Context: an optimization exercise on an open-source flow, tuned for small area, a short achievable clock period and few clock cycles per item. The choices shown serve that exercise and are no tape-out recipe. At most, simulation tests tie the RTL to the original design; equivalence was not proved. Power is estimated from default activity; no workload was simulated.

== v38 ==
==> module hue_chroma_key_alpha_unit, before the edit <==
module hue_chroma_key_alpha_unit (
    input  logic                               aclk,
    input  logic                               aresetn,
    input  logic                               s_tvalid,
    output logic                               s_tready,
    input  logic [hcka_pkg::S_DATA_W-1:0]      s_tdata,    
    output logic                               m_tvalid,
    input  logic                               m_tready,
    output logic [hcka_pkg::M_DATA_W-1:0]      m_tdata,    
    input  logic                               cfg_wr_en,
    input  logic [hcka_pkg::CFG_IDX_W-1:0]     cfg_index,
    input  logic [hcka_pkg::CFG_W-1:0]         cfg_wdata
);
    logic [BQ_W-1:0] lo_q_reg, hi_q_reg;
    logic [8:0]      lo_rb_reg, hi_rb_reg;    
    logic [BQ_W-1:0] wr_q_ge, wr_q_gt;
    logic [BR_W-1:0] wr_r_ge, wr_r_gt;
    logic              rg_neg, rb_neg, gb_neg;
    logic [CH_W-1:0]   delta, t;
    logic                en1, en2;
    logic                v1_reg;
    logic [S_DATA_W-1:0] s1_rgb_reg;
    logic [CH_W-1:0]     s1_delta_reg, s1_t_reg;
    logic                s1_rg_neg_reg, s1_rb_neg_reg, s1_gb_neg_reg;
    logic [5:0]          sext;
    logic [5:0]          lo_gt_mask, lo_eq_mask, hi_lt_mask, hi_eq_mask;
    logic                lo_lt, hi_le;
    logic                lo_in, hi_in;
    logic                key_reg;
    logic [S_DATA_W-1:0] rgb_reg;
    always_comb begin
        wr_q_ge = '0;
        wr_q_gt = '0;
        for (int k = 1; k <= 6; k++) begin
            if (cfg_wdata >= CFG_W'(60 * k)) wr_q_ge = BQ_W'(k);
            if (cfg_wdata >  CFG_W'(60 * k)) wr_q_gt = BQ_W'(k);
        end
    end
    assign wr_r_ge = {cfg_wdata[5:2] + {1'b0, wr_q_ge}, cfg_wdata[1:0]};
    assign wr_r_gt = {cfg_wdata[5:2] + {1'b0, wr_q_gt}, cfg_wdata[1:0]};
    always_ff @(posedge aclk) begin
        if (!aresetn) begin
            lo_q_reg <= LO_Q_RST;
            lo_rb_reg <= booth(LO_R_RST);
            hi_q_reg <= HI_Q_RST;
            hi_rb_reg <= booth(HI_R_RST);
        end else if (cfg_wr_en) begin
            unique case (cfg_index)
                REG_HUE_LOW:  begin lo_q_reg <= wr_q_ge; lo_rb_reg <= booth(wr_r_ge); end
                REG_HUE_HIGH: begin hi_q_reg <= wr_q_gt; hi_rb_reg <= booth(wr_r_gt); end
                default: ;
            endcase
        end
    end
    function automatic logic [8:0] booth(input logic [BR_W-1:0] r);
        logic [6:0] x;
        logic [2:0] one, two, neg;
        x = {r, 1'b0};
        for (int i = 0; i < 3; i++) begin
            one[i] = x[2*i+1] ^ x[2*i];
            two[i] = (x[2*i+2] & !x[2*i+1] & !x[2*i]) | (!x[2*i+2] & x[2*i+1] & x[2*i]);
            neg[i] = x[2*i+2];
        end
        booth = {neg, two, one};
    endfunction
    assign en2      = !m_tvalid || m_tready;
    assign en1      = !v1_reg || en2;
    assign s_tready = en1;
    always_ff @(posedge aclk) begin
        if (!aresetn) begin
            v1_reg   <= 1'b0;
            m_tvalid <= 1'b0;
        end else begin
            if (en1) v1_reg   <= s_tvalid;
            if (en2) m_tvalid <= v1_reg;
        end
    end
    hcka_sector u_sector (
        .red    (s_tdata[7:0]),
        .green  (s_tdata[15:8]),
        .blue   (s_tdata[23:16]),
        .rg_neg (rg_neg),
        .rb_neg (rb_neg),
        .gb_neg (gb_neg),
        .delta  (delta),
        .t      (t)
    );
    always_ff @(posedge aclk) begin
        if (en1) begin
            s1_rgb_reg    <= s_tdata;
            s1_delta_reg  <= delta;
            s1_t_reg      <= t;
            s1_rg_neg_reg <= rg_neg;
            s1_rb_neg_reg <= rb_neg;
            s1_gb_neg_reg <= gb_neg;
        end
    end
    hcka_sext u_sext (
        .rg_neg (s1_rg_neg_reg),
        .rb_neg (s1_rb_neg_reg),
        .gb_neg (s1_gb_neg_reg),
        .sext   (sext)
    );
    always_comb begin
        for (int k = 0; k < 6; k++) begin
            lo_gt_mask[k] = BQ_W'(k) >  lo_q_reg;
            lo_eq_mask[k] = BQ_W'(k) == lo_q_reg;
            hi_lt_mask[k] = BQ_W'(k) <  hi_q_reg;
            hi_eq_mask[k] = BQ_W'(k) == hi_q_reg;
        end
    end
    hcka_cmp_0 u_lo (.one(lo_rb_reg[2:0]), .two(lo_rb_reg[5:3]), .neg(lo_rb_reg[8:6]),
                     .d(s1_delta_reg), .t(s1_t_reg), .y(lo_lt));
    hcka_cmp_1 u_hi (.one(hi_rb_reg[2:0]), .two(hi_rb_reg[5:3]), .neg(hi_rb_reg[8:6]),
                     .d(s1_delta_reg), .t(s1_t_reg), .y(hi_le));
    assign lo_in = |(sext & lo_gt_mask) || (|(sext & lo_eq_mask) && lo_lt);
    assign hi_in = |(sext & hi_lt_mask) || (|(sext & hi_eq_mask) && !hi_le);
    always_ff @(posedge aclk) begin
        if (en2) begin
            key_reg <= lo_in && hi_in;
            rgb_reg <= s1_rgb_reg;
        end
    end
    assign m_tdata = {{CH_W{!key_reg}}, rgb_reg};
endmodule
clock: 6.0 ns
lec_check: 0
abc_area: 1
cap_margin: 20
core_margin: 2
core_utilization: 40
setup_slack_margin: 2.6
slew_margin: 20
standard.sh (not shown) runs the stock make flow with config.mk's settings and CLKGATE_MAP_FILE= SYNTH_SCRIPT=/design/flow/synth_recipe.tcl, a recipe that flattens the netlist after the stock synthesis.
==> flow/flow/run.sh <==
#!/bin/bash
# The standard layout (the standard.sh, unchanged synthesis), with plain buf_1 cells as
# the port buffers in place of the delay buffers that buffer_ports picks by default.
set -euo pipefail
export BUFFER_PORTS_ARGS="-buffer_cell sky130_fd_sc_hd__buf_1"
bash standard.sh finish > standard.log 2>&1
v38 | status: complete | timing, DRC, antenna: pass
Testbench counts of v38, summed over its fixed seeds: cycles 16,400, items 16,384.
diff inputs: v38 => v24
--- a/flow/design.v
+++ b/flow/design.v
@@ -461,12 +461,13 @@
     input  logic [hcka_pkg::CFG_IDX_W-1:0]     cfg_index,
     input  logic [hcka_pkg::CFG_W-1:0]         cfg_wdata
 );
     logic [BQ_W-1:0] lo_q_reg, hi_q_reg;
     logic [8:0]      lo_rb_reg, hi_rb_reg;    
-    logic [BQ_W-1:0] wr_q_ge, wr_q_gt;
-    logic [BR_W-1:0] wr_r_ge, wr_r_gt;
+    logic [BQ_W-1:0] wr_q_ge, wr_q_gt, wr_q;
+    logic [BR_W-1:0] wr_r;
+    logic [8:0]      wr_rb;
     logic              rg_neg, rb_neg, gb_neg;
     logic [CH_W-1:0]   delta, t;
     logic                en1, en2;
     logic                v1_reg;
     logic [S_DATA_W-1:0] s1_rgb_reg;
@@ -484,22 +485,23 @@
         for (int k = 1; k <= 6; k++) begin
             if (cfg_wdata >= CFG_W'(60 * k)) wr_q_ge = BQ_W'(k);
             if (cfg_wdata >  CFG_W'(60 * k)) wr_q_gt = BQ_W'(k);
         end
     end
-    assign wr_r_ge = {cfg_wdata[5:2] + {1'b0, wr_q_ge}, cfg_wdata[1:0]};
-    assign wr_r_gt = {cfg_wdata[5:2] + {1'b0, wr_q_gt}, cfg_wdata[1:0]};
+    assign wr_q  = (cfg_index == REG_HUE_HIGH) ? wr_q_gt : wr_q_ge;
+    assign wr_r  = {cfg_wdata[5:2] + {1'b0, wr_q}, cfg_wdata[1:0]};
+    assign wr_rb = booth(wr_r);
     always_ff @(posedge aclk) begin
         if (!aresetn) begin
             lo_q_reg <= LO_Q_RST;
             lo_rb_reg <= booth(LO_R_RST);
             hi_q_reg <= HI_Q_RST;
             hi_rb_reg <= booth(HI_R_RST);
         end else if (cfg_wr_en) begin
             unique case (cfg_index)
-                REG_HUE_LOW:  begin lo_q_reg <= wr_q_ge; lo_rb_reg <= booth(wr_r_ge); end
-                REG_HUE_HIGH: begin hi_q_reg <= wr_q_gt; hi_rb_reg <= booth(wr_r_gt); end
+                REG_HUE_LOW:  begin lo_q_reg <= wr_q; lo_rb_reg <= wr_rb; end
+                REG_HUE_HIGH: begin hi_q_reg <= wr_q; hi_rb_reg <= wr_rb; end
                 default: ;
             endcase
         end
     end
     function automatic logic [8:0] booth(input logic [BR_W-1:0] r);
Notes after the runs:
- [compare] base=v38 new=v24: number of standard cells in the final layout excluding fillers higher, global-route total usage across every layer saw a decrease.
- NOTE number of non-clock buffers v38->v24 increased by more than 10%
- Est. power | v24 vs v38 | v24 higher
- The final critical-path setup slack number comes out lower for v38 vs v24.
- Compared with v38, in v24 required time reported for the critical path endpoint has remained practically unchanged; power in the clock group has decreased; number of cells upsized or downsized after cts moved up.
- The lower die area of v38 and v24 is in v24.
- In v24 the sequential power turned out about 0.5% lower than in v38.
- Per the comparison of v24 with v38, clock share of power went down, non-clock buffering overhead in the final layout went up.
Only the layout flow was run in v24; the RTL was not checked for function there.

==> re-timing with driven ports <==
How much do the figures lean on ideal ports? The routed layouts below were timed once more, with nothing changed but the port constraints. Step 1 assumes that a clkbuf_16 drives the clock port and a buf_2 every other input. Step 2 also shifts input and output timing later by t, the mid clock arrival at the registers, as if the neighbouring blocks saw the same clock. Three values: ideal ports, drivers, drivers and shift; two values: the first two.
| run | shift t [ns] | setup slack, ns | hold slack, ns | worst slew at a driven data input, ns | pins driven straight from the clock port |
|---|---|---|---|---|---|
| v38 | 0.404 | 2.166 / 2.166 / 2.166 | 0.420 / 0.420 / 0.420 | 0.04 | 1 |
| v24 | 0.393 | 2.190 / 2.190 / 2.190 | 0.422 / 0.422 / 0.422 | 0.04 | 1 |
After both steps setup and hold are still met in every run listed.
